Background: an optimization exercise with open tools, aiming at small area. Do not read the settings as production practice.
Function was checked by simulation only, so behaviour that the tests miss may differ from the original.
No activity file was given, so power comes from the tool's default toggle rates.

== red ==
Design ex_stage, start of the top module:
module ex_stage
#(
    parameter int XLEN = 32
) (
    input  logic            clk,
    input  logic            rst,
    input  logic            in_valid,
    input  logic [6:0]      opcode,
    input  logic [2:0]      funct3,
    input  logic [6:0]      funct7,
    input  logic [XLEN-1:0] rs1_data,
    input  logic [XLEN-1:0] rs2_data,
    input  logic [XLEN-1:0] imm,
    input  logic [XLEN-1:0] pc,
    output logic            out_valid,
    output logic [XLEN-1:0] out_result,
    output logic            out_illegal,
    output logic            redirect_valid,
    output logic [XLEN-1:0] redirect_pc
);
    logic is_op, is_opi, is_lui, is_auipc, is_jal, is_jalr, is_br;
    logic arith, link, f7n, f7a, bad;
    assign is_op    = (opcode == 7'b0110011);
    assign is_opi   = (opcode == 7'b0010011);
    assign is_lui   = (opcode == 7'b0110111);
    assign is_auipc = (opcode == 7'b0010111);
    assign is_jal   = (opcode == 7'b1101111);
    assign is_jalr  = (opcode == 7'b1100111);
    assign is_br    = (opcode == 7'b1100011);
    assign arith    = is_op | is_opi;
    assign link     = is_jal | is_jalr;
    assign f7n      = (funct7 == 7'b0000000);
    assign f7a      = (funct7 == 7'b0100000);
    assign bad = ~(arith | is_lui | is_auipc | link | is_br)
  ...
Size: roughly 100 flip-flops, about 220 I/O pins, about 8500 um^2 of cells after synthesis.
==> flow/config.mk <==
export PLATFORM = sky130hd
export DESIGN_NAME = ex_stage
export DESIGN_NICKNAME = ex_stage
export VERILOG_FILES = /design/flow/design.v
export SDC_FILE = /design/flow/constraint.sdc
export NUM_CORES = 4
export LEC_CHECK = 0
export CAP_MARGIN = 5
export CORE_MARGIN = 2
export CORE_UTILIZATION = 60
export SLEW_MARGIN = 5
==> flow/constraint.sdc <==
create_clock -name core_clock -period 7.0 [get_ports {clk}]
set_input_delay 1.4000 -clock core_clock [delete_from_list [all_inputs] [get_ports {clk}]]
set_output_delay 1.4000 -clock core_clock [all_outputs]
set_load 0.01 [all_outputs]
standard.sh (not shown) runs the stock make flow with config.mk's settings and CLKGATE_MAP_FILE= SYNTH_SCRIPT=/design/flow/synth_recipe.tcl, a recipe that flattens the netlist after the stock synthesis.
==> flow/flow/run.sh <==
#!/bin/bash
# The standard layout, with these changes:
#  - ABC maps with this folder's script (flow/abc.script, via flow/my_synth.tcl);
#  - full adder cells are left out, so ABC maps those gates itself;
#  - ports get the smallest buffer (buf_1);
#  - CTS builds the clock tree from clkbuf_8 and adds no dummy loads.
set -euo pipefail
here=$(pwd)
cat > "$here/my_config.mk" <<EOF
include $here/config.mk
export DONT_USE_CELLS += $(cat "$here/flow/dont_use.txt")
EOF
bash standard.sh DESIGN_CONFIG="$here/my_config.mk" SYNTH_SCRIPT="$here/flow/my_synth.tcl" \
    BUFFER_PORTS_ARGS="-buffer_cell sky130_fd_sc_hd__buf_1" \
    CTS_ARGS="-sink_clustering_enable -repair_clock_nets -dont_use_dummy_load -buf_list sky130_fd_sc_hd__clkbuf_8" finish > standard.log 2>&1
==> flow/flow/abc.script <==
strash
&get -n
&st
&dch
&nf -R 1000 -p -F 10 -A 5
&put
topo
stime -c
buffer -c
upsize -c
dnsize -c
==> flow/flow/dont_use.txt <==
sky130_fd_sc_hd__fa_1 sky130_fd_sc_hd__fa_2 sky130_fd_sc_hd__fa_4
==> flow/flow/my_synth.tcl <==
# The standard flow's synthesis, with ABC run on this folder's script instead of ORFS's
set ::my_flow_dir [file dirname [file normalize [info script]]]
proc abc {args} {
  set i [lsearch $args -script]
  if {$i >= 0} {
    lset args [expr {$i + 1}] [file join $::my_flow_dir abc.script]
  }
  yosys abc {*}$args
}
source [file join $::my_flow_dir .. synth_recipe.tcl]
red | stages: all done | timing, DRC, antenna: all pass
Relative to red, the following input files were edited for blue:
- changing CORE_UTILIZATION from 60 to 70
- changing CAP_MARGIN from 5 to 20
- changing SLEW_MARGIN from 5 to 20
==> flow/flow/run.sh <==
#!/bin/bash
# The standard layout, with these changes:
#  - ABC maps with this folder's script (flow/abc.script, via flow/my_synth.tcl);
#  - full adder cells are left out, so ABC maps those gates itself;
#  - ports get the smallest buffer (buf_1);
#  - CTS adds no dummy loads to balance the clock tree.
set -euo pipefail
here=$(pwd)
cat > "$here/my_config.mk" <<EOF
include $here/config.mk
export DONT_USE_CELLS += $(cat "$here/flow/dont_use.txt")
EOF
bash standard.sh DESIGN_CONFIG="$here/my_config.mk" SYNTH_SCRIPT="$here/flow/my_synth.tcl" \
    BUFFER_PORTS_ARGS="-buffer_cell sky130_fd_sc_hd__buf_1" \
    CTS_ARGS="-sink_clustering_enable -repair_clock_nets -dont_use_dummy_load" finish > standard.log 2>&1
==> flow/flow/abc.script <==
strash
&get -n
&st
&dch
&nf -R 1000
&put
topo
stime -c
buffer -c
upsize -c
dnsize -c
Findings:
blue did not stop at any stage, and its layout met the timing, design-rule and antenna checks. Multi-input combinational area share down 0.38 points in blue wrt red. Worst slack at placement: blue < red. Summary of the comparison: fmax is lower in blue, relative to red. Between red and blue, the difference in basic-gate share of the synthesized area counting and, or, nand and nor cells is negligible. red → blue: clock skew dropped 8.7 ps; final critical path time including I/O delays and setup has increased; power density over the cells went up; largest stage delay on the critical path rose by 40 ps. Diff red -> blue | fraction of met1 tracks used by global routing | increase of 7.2 points.
#### Input delta (green over blue)
- changing CORE_UTILIZATION from 70 to 60
==> comparison <==
- On area occupied by multi-input gates: between green and blue, it ends up lower for blue.
- A timing startpoint of the critical path of opcode[6] is what blue shows, while funct3[2] belongs to green.
- Comparing green and blue, the lower floorplan die area was measured on blue.
- Clock group share of total power: blue vs green — no meaningful difference
- Diff green and blue: wire length of the first global-routing pass higher in blue

The RTL this note starts from:
==> flow/design.v <==
package rv_pkg;
    localparam int XLEN = 32;                      
    typedef enum logic [6:0] {
        OPC_OP     = 7'b0110011,
        OPC_OP_IMM = 7'b0010011,
        OPC_LUI    = 7'b0110111,
        OPC_AUIPC  = 7'b0010111,
        OPC_JAL    = 7'b1101111,
        OPC_JALR   = 7'b1100111,
        OPC_BRANCH = 7'b1100011
    } opcode_e;
    typedef enum logic [3:0] {
        ALU_ADD, ALU_SUB, ALU_SLL, ALU_SLT, ALU_SLTU, ALU_XOR,
        ALU_SRL, ALU_SRA, ALU_OR, ALU_AND, ALU_PASS_B
    } alu_op_e;
    typedef enum logic [3:0] {
        BR_NONE, BR_BEQ, BR_BNE, BR_BLT, BR_BGE, BR_BLTU, BR_BGEU, BR_JAL, BR_JALR
    } br_op_e;
    typedef enum logic [1:0] {
        WB_NONE, WB_ALU, WB_LINK
    } wb_sel_e;
    localparam logic [6:0] FUNCT7_NORM = 7'b0000000;   
    localparam logic [6:0] FUNCT7_ALT  = 7'b0100000;   
    localparam logic [2:0] F3_ADD_SUB = 3'b000;
    localparam logic [2:0] F3_SLL     = 3'b001;
    localparam logic [2:0] F3_SLT     = 3'b010;
    localparam logic [2:0] F3_SLTU    = 3'b011;
    localparam logic [2:0] F3_XOR     = 3'b100;
    localparam logic [2:0] F3_SRL_SRA = 3'b101;
    localparam logic [2:0] F3_OR      = 3'b110;
    localparam logic [2:0] F3_AND     = 3'b111;
    localparam logic [2:0] F3_BEQ  = 3'b000;           
    localparam logic [2:0] F3_BNE  = 3'b001;
    localparam logic [2:0] F3_BLT  = 3'b100;
    localparam logic [2:0] F3_BGE  = 3'b101;
    localparam logic [2:0] F3_BLTU = 3'b110;
    localparam logic [2:0] F3_BGEU = 3'b111;
endpackage
`timescale 1ns/1ps
module ex_stage
#(
    parameter int XLEN = 32
) (
    input  logic            clk,
    input  logic            rst,
    input  logic            in_valid,
    input  logic [6:0]      opcode,
    input  logic [2:0]      funct3,
    input  logic [6:0]      funct7,
    input  logic [XLEN-1:0] rs1_data,
    input  logic [XLEN-1:0] rs2_data,
    input  logic [XLEN-1:0] imm,
    input  logic [XLEN-1:0] pc,
    output logic            out_valid,
    output logic [XLEN-1:0] out_result,
    output logic            out_illegal,
    output logic            redirect_valid,
    output logic [XLEN-1:0] redirect_pc
);
    logic is_op, is_opi, is_lui, is_auipc, is_jal, is_jalr, is_br;
    logic arith, link, f7n, f7a, bad;
    assign is_op    = (opcode == 7'b0110011);
    assign is_opi   = (opcode == 7'b0010011);
    assign is_lui   = (opcode == 7'b0110111);
    assign is_auipc = (opcode == 7'b0010111);
    assign is_jal   = (opcode == 7'b1101111);
    assign is_jalr  = (opcode == 7'b1100111);
    assign is_br    = (opcode == 7'b1100011);
    assign arith    = is_op | is_opi;
    assign link     = is_jal | is_jalr;
    assign f7n      = (funct7 == 7'b0000000);
    assign f7a      = (funct7 == 7'b0100000);
    assign bad = ~(arith | is_lui | is_auipc | link | is_br)
               | (is_op  & (funct3 == 3'b000 || funct3 == 3'b101) & ~(f7n | f7a))
               | (is_opi & (funct3 == 3'b101) & ~(f7n | f7a))
               | (arith  & (funct3 == 3'b001) & ~f7n)
               | (is_br  & (funct3[2:1] == 2'b01));
    logic sel_pc, sel_rev, sel_rs1, sel_four, sel_rs2, sub;
    assign sel_pc   = opcode[2] & (opcode[6] | ~opcode[5]);
    assign sel_rev  = ~opcode[2] & ~opcode[6] & (funct3 == 3'b001);
    assign sel_rs1  = ~opcode[2] & ~sel_rev;
    assign sel_four = opcode[2] & opcode[6];
    assign sel_rs2  = ~opcode[2] & opcode[5];
    assign sub = ~opcode[2] & (opcode[6] | (~funct3[2] & (funct3[1] | (~funct3[0] & opcode[5] & funct7[5]))));
    logic [31:0] rs1_rev, a, bx;
    always_comb begin
        for (int i = 0; i < 32; i++) begin
            rs1_rev[i] = rs1_data[31-i];
        end
    end
    assign a  = (pc & {32{sel_pc}}) | (rs1_rev & {32{sel_rev}}) | (rs1_data & {32{sel_rs1}});
    logic sel_imm;
    assign sel_imm = ~sel_rs2 & ~sel_four;
    assign bx = (rs2_data & {32{sel_rs2 & ~sub}}) | (~rs2_data & {32{sel_rs2 & sub}})
              | (imm & {32{sel_imm & ~sub}}) | (~imm & {32{sel_imm & sub}})
              | {29'd0, sel_four, 2'd0};
    logic [31:0] p, g, sum;
    assign p = a ^ bx;
    assign g = a & bx;
    logic        co;
    pg_add u_add (.p(p), .g(g), .ci(sub), .s(sum), .co(co));
    logic uns, lt, eq;
    assign uns = opcode[6] ? funct3[1] : funct3[0];
    assign lt  = ~co ^ (~uns & ~p[31]);              
    assign eq  = &p;
    logic [31:0] sr_lo, sr_hi, sr_lo_rev, sr_hi_rev;
    logic        fill;
    assign fill = funct3[2] & funct7[5] & a[31];
    always_comb begin
        logic [31:0] x, z;
        logic [3:0] d, e;
        for (int k = 0; k < 4; k++) begin
            d[k] = (bx[1:0] == k);
            e[k] = (bx[3:2] == k);
        end
        for (int i = 0; i < 32; i++) begin
            x[i] = 1'b0;
            for (int k = 0; k < 4; k++) x[i] = x[i] | (d[k] & ((i + k < 32) ? a[i + k] : fill));
        end
        for (int i = 0; i < 32; i++) begin
            z[i] = 1'b0;
            for (int k = 0; k < 4; k++) z[i] = z[i] | (e[k] & ((i + 4*k < 32) ? x[i + 4*k] : fill));
        end
        for (int i = 0; i < 32; i++) begin
            sr_lo[i] = z[i];
            sr_hi[i] = (i + 16 < 32) ? z[i + 16] : fill;
        end
    end
    always_comb begin
        for (int i = 0; i < 32; i++) begin
            sr_lo_rev[i] = sr_lo[31-i];
            sr_hi_rev[i] = sr_hi[31-i];
        end
    end
    logic redir, keep;
    logic s_sum, s_sll, s_srl, s_lt, s_x, s_a, alu;
    assign keep  = ~bad & ~redir;
    assign alu   = keep & ~opcode[2] & ~opcode[6];
    assign s_sum = keep & (opcode[2] | (~opcode[6] & (funct3 == 3'b000)));
    assign s_sll = alu & (funct3 == 3'b001);
    assign s_lt  = alu & (funct3[2:1] == 2'b01);
    assign s_srl = alu & (funct3 == 3'b101);
    assign s_x   = alu & funct3[2] & ~funct3[0];                       
    assign s_a   = alu & funct3[2] & funct3[1];                        
    logic [31:0] res, t1;
    assign res = (sum & {32{s_sum}})
               | (sr_lo_rev & {32{s_sll & ~bx[4]}}) | (sr_hi_rev & {32{s_sll & bx[4]}})
               | (sr_lo & {32{s_srl & ~bx[4]}}) | (sr_hi & {32{s_srl & bx[4]}})
               | (p & {32{s_x}}) | (g & {32{s_a}}) | {31'd0, lt & s_lt}
               | (t1 & {32{redir}});
    logic [31:0] tb, tsum, tgt;
    logic        taken;
    logic tjalr;
    assign tjalr = opcode[2] & ~opcode[3];
    assign tb    = tjalr ? rs1_data : pc;
    pg_add u_tgt (.p(tb ^ imm), .g(tb & imm), .ci(1'b0), .s(tsum), .co());
    assign tgt   = tsum & {31'h7fffffff, ~tjalr};
    assign taken = opcode[6] & (opcode[2] | ((funct3[2] ? lt : eq) ^ funct3[0]));
    logic        v1, ill1, tk1;
    logic [31:0] r1;
    assign redir = v1 & tk1 & ~ill1;
    always_ff @(posedge clk) begin
        v1   <= in_valid & ~rst & ~redir;
        ill1 <= bad;
        tk1  <= taken;
        r1   <= res;
        t1   <= tgt;
    end
    assign redirect_pc = r1;
    logic accept;
    assign accept = v1 & ~rst;
    always_ff @(posedge clk) begin
        out_valid      <= accept;
        out_illegal    <= accept & ill1;
        redirect_valid <= accept & tk1 & ~ill1;
        out_result     <= r1;
    end
endmodule
module pg_add #(
    parameter int N = 32
) (
    input  logic [N-1:0] p,
    input  logic [N-1:0] g,
    input  logic         ci,
    output logic [N-1:0] s,
    output logic         co
);
    logic [N-1:0] gg, pp;
    always_comb begin
        gg = g;
        pp = p;
        gg[0] = g[0] | (p[0] & ci);
        for (int l = 0; (1 << l) < N; l++) begin
            for (int i = (2 << l) - 1; i < N; i += (2 << l)) begin
                gg[i] = gg[i] | (pp[i] & gg[i - (1 << l)]);
                pp[i] = pp[i] & pp[i - (1 << l)];
            end
        end
        for (int l = 4; l >= 0; l--) begin
            for (int i = 3 * (1 << l) - 1; i < N; i += (2 << l)) begin
                gg[i] = gg[i] | (pp[i] & gg[i - (1 << l)]);
                pp[i] = pp[i] & pp[i - (1 << l)];
            end
        end
        s  = p ^ {gg[N-2:0], ci};
        co = gg[N-1];
    end
endmodule
clock: 7.0 ns
lec_check: 0
cap_margin: 20
core_margin: 2
core_utilization: 60
cts_buf_list: sky130_fd_sc_hd__clkbuf_8
slew_margin: 20
==> flow/flow/run.sh <==
#!/bin/bash
# The standard layout, with these changes:
#  - ABC maps with this folder's script (flow/abc.script, via flow/my_synth.tcl);
#  - full adder cells are left out, so ABC maps those gates itself;
#  - ports get the smallest buffer (buf_1);
#  - CTS adds no dummy loads to balance the clock tree.
set -euo pipefail
here=$(pwd)
cat > "$here/my_config.mk" <<EOF
include $here/config.mk
export DONT_USE_CELLS += $(cat "$here/flow/dont_use.txt")
EOF
bash standard.sh DESIGN_CONFIG="$here/my_config.mk" SYNTH_SCRIPT="$here/flow/my_synth.tcl" \
    BUFFER_PORTS_ARGS="-buffer_cell sky130_fd_sc_hd__buf_1" \
    CTS_ARGS="-sink_clustering_enable -repair_clock_nets -dont_use_dummy_load" finish > standard.log 2>&1
==> flow/flow/abc.script <==
strash
&get -n
&st
&dch
&nf -R 1000
&put
topo
stime -c
buffer -c
upsize -c
dnsize -c
Scripts as last shown in full above: flow/flow/dont_use.txt, flow/flow/my_synth.tcl
==> next run, changes <==
--- a/flow/flow/run.sh
+++ b/flow/flow/run.sh
@@ -5,3 +5,3 @@
 #  - ports get the smallest buffer (buf_1);
-#  - CTS adds no dummy loads to balance the clock tree.
+#  - CTS builds the clock tree from clkbuf_8 and adds no dummy loads.
 set -euo pipefail
@@ -14,2 +14,2 @@
     BUFFER_PORTS_ARGS="-buffer_cell sky130_fd_sc_hd__buf_1" \
-    CTS_ARGS="-sink_clustering_enable -repair_clock_nets -dont_use_dummy_load" finish > standard.log 2>&1
+    CTS_ARGS="-sink_clustering_enable -repair_clock_nets -dont_use_dummy_load -buf_list sky130_fd_sc_hd__clkbuf_8" finish > standard.log 2>&1
--- a/flow/config.mk
+++ b/flow/config.mk
@@ -7,6 +7,5 @@
 export LEC_CHECK = 0
-export CAP_MARGIN = 20
+export CAP_MARGIN = 0
 export CORE_MARGIN = 2
 export CORE_UTILIZATION = 60
-export CTS_BUF_LIST = sky130_fd_sc_hd__clkbuf_8
-export SLEW_MARGIN = 20
+export SLEW_MARGIN = 0
Effect: Power decreases by 6.8%. Utilization decreases by 0.84 points. First-iteration DRC count increases by 4.8%. Design area decreases by 1.2%. Cell count is unchanged. Worst setup slack is better by 62 ps. Global-route usage decreases by 0.36 points. Clock skew increases by 11 ps.
==> next run, changes <==
--- a/flow/config.mk
+++ b/flow/config.mk
@@ -7,5 +7,5 @@
 export LEC_CHECK = 0
-export CAP_MARGIN = 0
+export CAP_MARGIN = 5
 export CORE_MARGIN = 2
 export CORE_UTILIZATION = 60
-export SLEW_MARGIN = 0
+export SLEW_MARGIN = 5
Outcome: Die area stays the same; non-clock buffer count is unchanged; flip-flop and latch count stays the same; setup slack does not change; first-iteration DRC count stays the same; routed wire length does not change; design area is unchanged.
==> next run, changes <==
--- a/flow/config.mk
+++ b/flow/config.mk
@@ -9,3 +9,3 @@
 export CORE_MARGIN = 2
-export CORE_UTILIZATION = 60
+export CORE_UTILIZATION = 70
 export SLEW_MARGIN = 5
=>
- setup slack is worse by 130 ps
- fmax drops by 1.9%
- power is higher by 1.5%
==> next run, changes <==
--- a/flow/flow/run.sh
+++ b/flow/flow/run.sh
@@ -3,3 +3,4 @@
 #  - ABC maps with this folder's script (flow/abc.script, via flow/my_synth.tcl);
-#  - full adder cells are left out, so ABC maps those gates itself;
+#  - full adder cells are left out, so ABC maps those gates itself, and
+#    buffers above buf_2 are left out, so repairs use small buffers;
 #  - ports get the smallest buffer (buf_1);
==> flow/flow/dont_use.txt (replaced) <==
sky130_fd_sc_hd__fa_1 sky130_fd_sc_hd__fa_2 sky130_fd_sc_hd__fa_4 sky130_fd_sc_hd__buf_4 sky130_fd_sc_hd__buf_6 sky130_fd_sc_hd__buf_8 sky130_fd_sc_hd__buf_12 sky130_fd_sc_hd__buf_16
--- a/flow/config.mk
+++ b/flow/config.mk
@@ -9,3 +9,3 @@
 export CORE_MARGIN = 2
-export CORE_UTILIZATION = 70
+export CORE_UTILIZATION = 60
 export SLEW_MARGIN = 5
After rerunning:
- area after synthesis increases by about 0.3%
- die area increases by about 16%
- via count decreases by about 3.6%
- wire length decreases by about 0.6%
- global-route usage decreases by 6.7 points
- total power decreases by 0.30%
- non-clock buffer count increases by 3
- sequential share of layout area decreases by 0.32 points
- worst setup slack gets worse by 8.8 ps
- final cell count increases by 2.4%
- combinational power stays flat

## what the ideal ports hide
Ports are ideal in the flow. The routed layouts listed here were re-timed in OpenROAD. Step 1 sets driving cells, clkbuf_16 on the clock port and buf_2 on the other inputs (assumed; they add their load-dependent delay and slew). Step 2 moves the port delays by t, midway between the first and last clock arrival at a register: inputs arrive t later, outputs are due t later. That takes back most of the time a late clock gives input paths. Slacks: no drivers / after step 1 / after step 2; pairs: no drivers / after step 1.
| run | t, ns | slack for setup (ns) | worst setup path after step 2 | slew at the worst register clock pin (ns) |
|---|---|---|---|---|
| red | 0.420 | 0.428 / 0.444 / 0.023 | input to register | 0.10 / 0.10 |
| blue | 0.397 | 0.336 / 0.358 / -0.039 | input to register | 0.07 / 0.07 |
| green | 0.396 | 0.407 / 0.431 / 0.035 | input to register | 0.07 / 0.07 |
| the first run of note 2 | 0.396 | 0.407 / 0.431 / 0.035 | input to register | 0.07 / 0.07 |
| the second run of note 2 | 0.429 | 0.469 / 0.490 / 0.060 | input to register | 0.11 / 0.11 |
| the third run of note 2 | 0.429 | 0.469 / 0.490 / 0.060 | input to register | 0.11 / 0.11 |
| the fourth run of note 2 | 0.418 | 0.343 / 0.362 / -0.057 | input to register | 0.11 / 0.11 |
| the fifth run of note 2 | 0.421 | 0.335 / 0.357 / -0.064 | input to register | 0.10 / 0.10 |
Met with ideal ports but missed after step 2: setup timing in blue, the fourth run of note 2 and the fifth run of note 2.
